From an optimization exercise on the open Yosys and OpenROAD flow, aimed at small area; shortcuts taken in it are not production practice. The RTL was checked by simulation tests, not by an equivalence proof against the original design. The clock port is modelled as an ideal driver; clocking choices that lean on that would not hold on a real chip.

==> flow/design.v (excerpt) <==
module rp_lock_top (
  input  logic         adc_clk,
  input  logic         rst_n_i,
  input  logic [31:0]  adc_dat_i,
  input  logic         digital_loop_i,
  input  logic [93:0]  pid_cfg_i,
  input  logic [83:0]  limit_cfg_i,
  output logic [13:0]  dac_dat_o,
  output logic         dac_sel_o,
  output logic [3:0]   railed_o
);
For scale: roughly 160 flip-flops.
export LEC_CHECK = 0
export CAP_MARGIN = 5
export CORE_MARGIN = 2
export CORE_UTILIZATION = 40
export GPL_TIMING_DRIVEN = 0
export PLACE_DENSITY = 0.85
export SLEW_MARGIN = 5
export SYNTH_HIERARCHICAL = 1
export SYNTH_MINIMUM_KEEP_SIZE = 0
create_clock -name core_clock -period 13.0 [get_ports {adc_clk}]
standard.sh (not shown) runs the stock make flow with config.mk's settings and CLKGATE_MAP_FILE= SYNTH_SCRIPT=/design/flow/synth_recipe.tcl, a recipe that flattens the netlist after the stock synthesis.
==> flow/flow/run.sh <==
#!/bin/bash
# Layout flow: the standard ORFS flow (standard.sh, with its unchanged synthesis), with
#  - the buffers Yosys/ABC inserted removed at floorplan (repair_design later buffers what
#    the placed design needs),
#  - the port buffers that global placement inserts made of the smallest buffer cell,
#  - after placement repair, cells on paths with spare slack sized down (flow/recover.tcl),
#  - clock tree synthesis without dummy load cells, from clkbuf_8 leaf buffers driving small clusters.
# make's full output goes to flow_make.log; each ORFS step logs under orfs/logs/.
set -euo pipefail
cd "$(dirname "$0")/.."
bash standard.sh \
  REMOVE_ABC_BUFFERS=1 \
  BUFFER_PORTS_ARGS="-buffer_cell sky130_fd_sc_hd__buf_1" \
  POST_RESIZE_TCL="$PWD/flow/recover.tcl" \
  CTS_ARGS="-sink_clustering_enable -repair_clock_nets -dont_use_dummy_load -root_buf sky130_fd_sc_hd__clkbuf_16 -buf_list sky130_fd_sc_hd__clkbuf_8 -sink_clustering_size 10 -sink_clustering_max_diameter 60" \
  finish > flow_make.log 2>&1
==> flow/flow/recover.tcl <==
# After placement repair: downsize cells on paths that have slack to spare (the
# resizer's power recovery), so that cells Yosys/ABC sized up for speed shrink back.
log_cmd estimate_parasitics -placement
log_cmd repair_timing -recover_power 100 -setup_margin 0.5
report_worst_slack
The baseline ran to the end with no violations.
==> next run, changes <==
- PLACE_DENSITY: 0.85 -> unset
After rerunning: The new run completed without violations; cell count hardly moves; critical path depth fell by 2; count of clock-buffer cells in the layout stays the same.
==> next run, changes <==
==> flow/flow/run.sh (replaced) <==
#!/bin/bash
# Layout flow: the standard ORFS flow (standard.sh, with its unchanged synthesis), with
#  - the buffers Yosys/ABC inserted removed at floorplan (repair_design later buffers what
#    the placed design needs),
#  - the port buffers that global placement inserts made of the smallest buffer cell, and
#  - clock tree synthesis without dummy load cells (ORFS's CTS arguments otherwise).
# make's full output goes to flow_make.log; each ORFS step logs under orfs/logs/.
set -euo pipefail
cd "$(dirname "$0")/.."
bash standard.sh \
  REMOVE_ABC_BUFFERS=1 \
  BUFFER_PORTS_ARGS="-buffer_cell sky130_fd_sc_hd__buf_1" \
  CTS_ARGS="-sink_clustering_enable -repair_clock_nets -dont_use_dummy_load" \
  finish > flow_make.log 2>&1
removed: flow/flow/recover.tcl
Final area rose by 1.0%.
Utilization rises by 0.45 points.
==> next run, changes <==
--- a/flow/flow/run.sh
+++ b/flow/flow/run.sh
@@ -5,2 +5,4 @@
-#  - the port buffers that global placement inserts made of the smallest buffer cell, and
-#  - clock tree synthesis without dummy load cells (ORFS's CTS arguments otherwise).
+#  - the port buffers that global placement inserts made of the smallest buffer cell,
+#  - after floorplan and again after placement repair, cells on paths with spare slack sized
+#    down (flow/recover_fp.tcl, flow/recover.tcl),
+#  - clock tree synthesis without dummy load cells, from clkbuf_8 leaf buffers driving small clusters.
@@ -13 +15,3 @@
-  CTS_ARGS="-sink_clustering_enable -repair_clock_nets -dont_use_dummy_load" \
+  POST_FLOORPLAN_TCL="$PWD/flow/recover_fp.tcl" \
+  POST_RESIZE_TCL="$PWD/flow/recover.tcl" \
+  CTS_ARGS="-sink_clustering_enable -repair_clock_nets -dont_use_dummy_load -root_buf sky130_fd_sc_hd__clkbuf_16 -buf_list sky130_fd_sc_hd__clkbuf_8 -sink_clustering_size 10 -sink_clustering_max_diameter 60" \
==> flow/flow/recover.tcl (new file) <==
# After placement repair: downsize cells on paths that have slack to spare (the
# resizer's power recovery), so that cells Yosys/ABC sized up for speed shrink back.
log_cmd estimate_parasitics -placement
log_cmd repair_timing -recover_power 100 -setup_margin 0.5
report_worst_slack
==> flow/flow/recover_fp.tcl (new file) <==
# After floorplan (before placement, so with ideal wires): downsize cells that synthesis
# sized up for speed, keeping 1.0 ns of setup slack for the wires; placement and the
# later repair steps size up or buffer again wherever the placed design needs it.
log_cmd repair_timing -recover_power 100 -setup_margin 1.0
report_worst_slack
- PLACE_DENSITY: unset -> 0.7
Flip-flop and latch count stays the same.
Cell area goes down slightly.
Clock-buffer cell count is unchanged.
Sequential share of layout area grows by 0.11 points.
Utilization fell by 0.45 points.
Non-clock buffer count falls by 2.

== build 43 ==
Another version of the RTL of rp_lock_top (not shown whole).
Size in the first run: about 160 flip-flops, about 230 I/O pins, ~36000 µm² of cells after synthesis.
==> flow/config.mk <==
export PLATFORM = sky130hd
export DESIGN_NAME = rp_lock_top
export DESIGN_NICKNAME = rp_lock_top
export VERILOG_FILES = /design/flow/design.v
export SDC_FILE = /design/flow/constraint.sdc
export NUM_CORES = 4
export LEC_CHECK = 0
export CAP_MARGIN = 5
export CORE_MARGIN = 2
export CORE_UTILIZATION = 55
export GPL_TIMING_DRIVEN = 0
export SLEW_MARGIN = 5
export SYNTH_HIERARCHICAL = 1
export SYNTH_MINIMUM_KEEP_SIZE = 0
==> flow/constraint.sdc <==
create_clock -name core_clock -period 13.0 [get_ports {adc_clk}]
set_input_delay 2.6000 -clock core_clock [delete_from_list [all_inputs] [get_ports {adc_clk}]]
set_output_delay 2.6000 -clock core_clock [all_outputs]
set_load 0.01 [all_outputs]
==> flow/flow/run.sh <==
#!/bin/bash
# Layout flow: the standard ORFS flow (standard.sh, with its unchanged synthesis), with
#  - the buffers Yosys/ABC inserted removed at floorplan (repair_design later buffers what
#    the placed design needs),
#  - the port buffers that global placement inserts made of the smallest buffer cell, and
#  - clock tree synthesis without dummy load cells (ORFS's CTS arguments otherwise).
# make's full output goes to flow_make.log; each ORFS step logs under orfs/logs/.
set -euo pipefail
cd "$(dirname "$0")/.."
bash standard.sh \
  REMOVE_ABC_BUFFERS=1 \
  BUFFER_PORTS_ARGS="-buffer_cell sky130_fd_sc_hd__buf_1" \
  CTS_ARGS="-sink_clustering_enable -repair_clock_nets -dont_use_dummy_load" \
  finish > flow_make.log 2>&1
Setup changes, build 43 to build 89
Settings: CORE_UTILIZATION: 55 -> 40.
Findings:
Cmp build 89 vs build 43: final non-filler cell area higher in build 89. Build 43 has lower clock skew than build 89. Taking build 43 as 1.0, build 89 lands at 0.945 on detail-routed net length per standard cell. As far as number of enable flip-flop cells after synthesis goes, build 89 and build 43 are indistinguishable; the numbers are identical. Actual transition at the worst max-transition pin: build 43 vs build 89, no meaningful difference. The die area of build 89 exceeds that of build 43 by 37%. Layout overhead on the synthesized area sits higher in build 89 than in build 43. Looking at build 89 and build 43, the fmax is a wash. Build 89 and build 43 ended up with roughly the same fraction of area in clock buffers and inverters.
Setup changes, build 89 to build 38
Settings: CAP_MARGIN changed from 5 to 20; SLEW_MARGIN changed from 5 to 20.
==> flow/flow/run.sh <==
#!/bin/bash
# Layout flow: the standard ORFS flow (standard.sh, with its unchanged synthesis), with
#  - the port buffers that global placement inserts made of the smallest buffer cell, and
#  - clock tree synthesis without dummy load cells (ORFS's CTS arguments otherwise).
# make's full output goes to flow_make.log; each ORFS step logs under orfs/logs/.
set -euo pipefail
cd "$(dirname "$0")/.."
bash standard.sh \
  BUFFER_PORTS_ARGS="-buffer_cell sky130_fd_sc_hd__buf_1" \
  CTS_ARGS="-sink_clustering_enable -repair_clock_nets -dont_use_dummy_load" \
  finish > flow_make.log 2>&1
Findings:
- Between build 89 and build 38, the difference in worst hold-check slack is negligible.
- Diff build 89 -> build 38: post-layout worst setup margin now smaller, count of buffers not belonging to the clock network in the layout now larger, fraction of the cycle the final worst path needs comparable, core utilization now larger.
- Build 89 was smaller in final cell area than build 38.
- Diff build 89 -> build 38: total instance count after detailed placement rose by about 4%, post-layout minimum cycle time saw an increase.

rp_lock_top with an RTL version that a note above also has.
Size: about 3400 cells after synthesis, roughly 230 I/O pins.
==> flow/design.v (excerpt) <==
module rp_lock_top (
  input  logic         adc_clk,
  input  logic         rst_n_i,
  input  logic [31:0]  adc_dat_i,
  input  logic         digital_loop_i,
  input  logic [93:0]  pid_cfg_i,
  input  logic [83:0]  limit_cfg_i,
  output logic [13:0]  dac_dat_o,
  output logic         dac_sel_o,
  output logic [3:0]   railed_o
);
Settings: LEC_CHECK=0, CAP_MARGIN=5, CORE_MARGIN=2, CORE_UTILIZATION=40, GPL_TIMING_DRIVEN=0, SLEW_MARGIN=5, SYNTH_HIERARCHICAL=1, SYNTH_MINIMUM_KEEP_SIZE=0; clock period 13.0 ns.
==> flow/flow/run.sh <==
#!/bin/bash
# Layout flow: the standard ORFS flow (standard.sh, with its unchanged synthesis), with
#  - the buffers Yosys/ABC inserted removed at floorplan (repair_design later buffers what
#    the placed design needs),
#  - the port buffers that global placement inserts made of the smallest buffer cell,
#  - after placement repair, cells on paths with spare slack sized down (flow/recover.tcl),
#  - clock tree synthesis without dummy load cells (ORFS's CTS arguments otherwise).
# make's full output goes to flow_make.log; each ORFS step logs under orfs/logs/.
set -euo pipefail
cd "$(dirname "$0")/.."
bash standard.sh \
  REMOVE_ABC_BUFFERS=1 \
  BUFFER_PORTS_ARGS="-buffer_cell sky130_fd_sc_hd__buf_1" \
  POST_RESIZE_TCL="$PWD/flow/recover.tcl" \
  CTS_ARGS="-sink_clustering_enable -repair_clock_nets -dont_use_dummy_load" \
  finish > flow_make.log 2>&1
==> flow/flow/recover.tcl <==
# After placement repair: downsize cells on paths that have slack to spare (the
# resizer's power recovery), so that cells Yosys/ABC sized up for speed shrink back.
log_cmd estimate_parasitics -placement
log_cmd repair_timing -recover_power 100 -setup_margin 0.5
report_worst_slack
Change:
==> flow/flow/recover.tcl (replaced) <==
# After placement repair: downsize cells on paths that have slack to spare (the
# resizer's power recovery), so that cells Yosys/ABC sized up for speed shrink back.
log_cmd estimate_parasitics -placement
log_cmd repair_timing -recover_power 100 -setup_margin 0.1
report_worst_slack
Outcome: The changed run produced a clean layout; area after synthesis is unchanged; via count is unchanged; first-iteration DRC count does not change; sequential share of layout area does not change; worst setup slack is unchanged.
Change:
==> flow/flow/run.sh (replaced) <==
#!/bin/bash
# Layout flow: the standard ORFS flow (standard.sh, with its unchanged synthesis), with
#  - the buffers Yosys/ABC inserted removed at floorplan (repair_design later buffers what
#    the placed design needs),
#  - the port buffers that global placement inserts made of the smallest buffer cell,
#  - after placement repair and again after clock tree synthesis, cells on paths with spare
#    slack sized down (flow/recover.tcl, flow/recover_cts.tcl),
#  - clock tree synthesis without dummy load cells, from clkbuf_8 leaf buffers driving small clusters.
# make's full output goes to flow_make.log; each ORFS step logs under orfs/logs/.
set -euo pipefail
cd "$(dirname "$0")/.."
bash standard.sh \
  REMOVE_ABC_BUFFERS=1 \
  BUFFER_PORTS_ARGS="-buffer_cell sky130_fd_sc_hd__buf_1" \
  POST_RESIZE_TCL="$PWD/flow/recover.tcl" \
  POST_CTS_TCL="$PWD/flow/recover_cts.tcl" \
  CTS_ARGS="-sink_clustering_enable -repair_clock_nets -dont_use_dummy_load -root_buf sky130_fd_sc_hd__clkbuf_16 -buf_list sky130_fd_sc_hd__clkbuf_8 -sink_clustering_size 10 -sink_clustering_max_diameter 60" \
  finish > flow_make.log 2>&1
==> flow/flow/recover.tcl (replaced) <==
# After placement repair: downsize cells on paths that have slack to spare (the
# resizer's power recovery), so that cells Yosys/ABC sized up for speed shrink back.
log_cmd estimate_parasitics -placement
log_cmd repair_timing -recover_power 100 -setup_margin 0.5
report_worst_slack
==> flow/flow/recover_cts.tcl (new file) <==
# After clock tree synthesis and its repair: with the clock tree in place, downsize cells
# on paths with spare slack (the resizer's power recovery); smaller cells keep the
# placement legal. Global routing's repair runs afterwards as usual.
set_propagated_clock [all_clocks]
log_cmd estimate_parasitics -placement
log_cmd repair_timing -recover_power 100 -setup_margin 0.2
report_worst_slack
CAP_MARGIN = 10   (was 5)
SLEW_MARGIN = 10   (was 5)
Result:
- setup slack improves by 30 ps
- clock skew rose by 17 ps
- global-route usage stays flat
Change:
==> flow/flow/run.sh (replaced) <==
#!/bin/bash
# Layout flow: the standard ORFS flow (standard.sh, with its unchanged synthesis), with
#  - the buffers Yosys/ABC inserted removed at floorplan (repair_design later buffers what
#    the placed design needs),
#  - the port buffers that global placement inserts made of the smallest buffer cell,
#  - after placement repair, cells on paths with spare slack sized down (flow/recover.tcl),
#  - clock tree synthesis without dummy load cells, from clkbuf_8 leaf buffers driving small clusters.
# make's full output goes to flow_make.log; each ORFS step logs under orfs/logs/.
set -euo pipefail
cd "$(dirname "$0")/.."
bash standard.sh \
  REMOVE_ABC_BUFFERS=1 \
  BUFFER_PORTS_ARGS="-buffer_cell sky130_fd_sc_hd__buf_1" \
  POST_RESIZE_TCL="$PWD/flow/recover.tcl" \
  CTS_ARGS="-sink_clustering_enable -repair_clock_nets -dont_use_dummy_load -root_buf sky130_fd_sc_hd__clkbuf_16 -buf_list sky130_fd_sc_hd__clkbuf_8 -sink_clustering_size 10 -sink_clustering_max_diameter 60" \
  finish > flow_make.log 2>&1
CAP_MARGIN = 5   (was 10)
PLACE_DENSITY = 0.6   (was unset)
SLEW_MARGIN = 5   (was 10)
removed: flow/flow/recover_cts.tcl
What happened: Via count is lower by 0.38%. Area after synthesis does not change. Final area barely changes.

Setup of v3:
rp_lock_top, a different RTL version from the one above (not shown whole).
For scale: about 3400 cells after synthesis, roughly 160 flip-flops, about 230 I/O pins, roughly 36000 sq um of cells after synthesis.
Settings: LEC_CHECK=0, CAP_MARGIN=5, CORE_MARGIN=2, CORE_UTILIZATION=40, GPL_TIMING_DRIVEN=0, SLEW_MARGIN=5, SYNTH_HIERARCHICAL=1, SYNTH_MINIMUM_KEEP_SIZE=0; clock period 13.0 ns.
==> flow/flow/run.sh <==
#!/bin/bash
# Layout flow: the standard ORFS flow (standard.sh, with its unchanged synthesis), with
#  - the buffers Yosys/ABC inserted removed at floorplan (repair_design later buffers what
#    the placed design needs),
#  - the port buffers that global placement inserts made of the smallest buffer cell,
#  - after placement repair, cells on paths with spare slack sized down (flow/recover.tcl),
#  - clock tree synthesis without dummy load cells, from clkbuf_8 leaf buffers driving small clusters.
# make's full output goes to flow_make.log; each ORFS step logs under orfs/logs/.
set -euo pipefail
cd "$(dirname "$0")/.."
bash standard.sh \
  REMOVE_ABC_BUFFERS=1 \
  BUFFER_PORTS_ARGS="-buffer_cell sky130_fd_sc_hd__buf_1" \
  POST_RESIZE_TCL="$PWD/flow/recover.tcl" \
  CTS_ARGS="-sink_clustering_enable -repair_clock_nets -dont_use_dummy_load -root_buf sky130_fd_sc_hd__clkbuf_16 -buf_list sky130_fd_sc_hd__clkbuf_8 -sink_clustering_size 10 -sink_clustering_max_diameter 60" \
  finish > flow_make.log 2>&1
==> flow/flow/recover.tcl <==
# After placement repair: downsize cells on paths that have slack to spare (the
# resizer's power recovery), so that cells Yosys/ABC sized up for speed shrink back.
log_cmd estimate_parasitics -placement
log_cmd repair_timing -recover_power 100 -setup_margin 0.5
report_worst_slack
v3 finished all stages; however, its layout fails the closing checks, the failures being capacitance limit.
The inputs of v52 differ from those of v3 as listed below.
Settings: SLEW_MARGIN: 5 -> 8; CAP_MARGIN: 5 -> 8; PLACE_DENSITY: unset -> 0.7.
Findings:
v52 went all the way through the flow, and no timing, DRC or antenna check failed.
Lower max-cap check violation count goes to v52 over v3.
v3 → v52: worst setup slack +0.022 ns; setup clock skew after layout -0.023 ns; area after synthesis ~0 delta.
Met2 track demand over resource in global routing: v3 vs v52 — no meaningful difference
Termination of the worst setup path: g_ch[0].i_pid.integ_nq[6] -> v52, g_ch[1].i_pid.integ_nq[8] -> v3
Wire: v52 routes less than v3
Between v52 and v3, the met2 wire length figures differ only marginally.
v52 vs v3 — shortest clock period the worst path allows after layout dropped 0.022 ns.
Synthesis-to-layout area growth ends up higher on v52.
diff inputs: v52 => v26
Settings: changing CAP_MARGIN from 8 to 15; changing SLEW_MARGIN from 8 to 15; removing PLACE_DENSITY (formerly 0.7).
Results
The data arrival at the endpoint of the critical path number comes out higher for v26 vs v52. Clock skew: v26 > v52. v26 -> v52: sequential share of cell area flat. Diff v52 -> v26: number of antenna violations at the first check in global routing went down; synthesis-stage register bit count did not really move. The run showing the greater fraction of layout cells with a size suffix above 1 is v26. Summary: with v52 as the reference, routed wire length in v26 moved up slightly. Of v52 and v26, the run reporting the higher maximum fanout along the worst path was v52.
--- input diff v26..v9 ---
Settings: CAP_MARGIN: 15 -> 5; SLEW_MARGIN: 15 -> 5; PLACE_DENSITY: unset -> 0.7.
### Flow results
v26 was routed with fewer vias than v9.
v9 vs. v26: global-route usage over all layers fell 0.59 points, maximum frequency about even.
Of v26 and v9, the run reporting the higher wire length on met2 was v9.
On initial antenna violation count: v9 sits above v26.
The capturing element of the worst setup path comes out g_ch[1].i_pid.integ_nq[8] in one run and g_ch[1].i_pid.integ_nq[6] in the other, namely in v26 and v9 respectively.
Of v26 and v9, the higher wire length of the first global-routing pass belongs to v26.
| routing usage on met1 | lower: v9 |
v9 vs v26 — post-route cell area dropped 0.75%.

-- what the ideal ports hide --
The results above use ideal ports. As a check the final layouts listed here were re-extracted and re-timed, cells and wires unchanged. Step 1 (the two cells are an assumption about what drives the block):
set clk [get_ports {adc_clk}]
set_driving_cell -lib_cell sky130_fd_sc_hd__clkbuf_16 $clk
set_driving_cell -lib_cell sky130_fd_sc_hd__buf_2 [delete_from_list [all_inputs] $clk]
Step 2 times the ports against the registers' clock, not the clock port: input delays grow and output delays shrink by t, the midpoint of the rising clock arrivals with the driver on. a / b / c = ideal / step 1 / step 2; a / b = the first two.
run	shift t [ns]	setup WS [ns]	clock arrival spread, ns
the first run of note 1	0.495	0.432 / 0.436 / -0.060	0.033 / 0.033
the second run of note 1	0.494	0.468 / 0.492 / -0.002	0.048 / 0.048
the third run of note 1	0.546	0.612 / 0.643 / 0.098	0.033 / 0.033
the fourth run of note 1	0.468	0.512 / 0.536 / 0.068	0.027 / 0.027
build 43	0.537	0.445 / 0.480 / -0.057	0.032 / 0.032
build 89	0.540	0.445 / 0.473 / -0.067	0.031 / 0.031
build 38	0.528	0.441 / 0.486 / -0.042	0.033 / 0.033
the first run of note 3	0.544	0.526 / 0.551 / 0.007	0.031 / 0.031
the second run of note 3	0.544	0.526 / 0.551 / 0.007	0.031 / 0.031
the third run of note 3	0.503	0.557 / 0.579 / 0.076	0.049 / 0.048
the fourth run of note 3	0.494	0.468 / 0.492 / -0.002	0.048 / 0.048
v3	0.510	0.485 / 0.508 / -0.003	0.056 / 0.057
v52	0.468	0.507 / 0.529 / 0.061	0.033 / 0.033
v26	0.498	0.435 / 0.458 / -0.040	0.059 / 0.058
v9	0.456	0.415 / 0.431 / -0.025	0.038 / 0.039
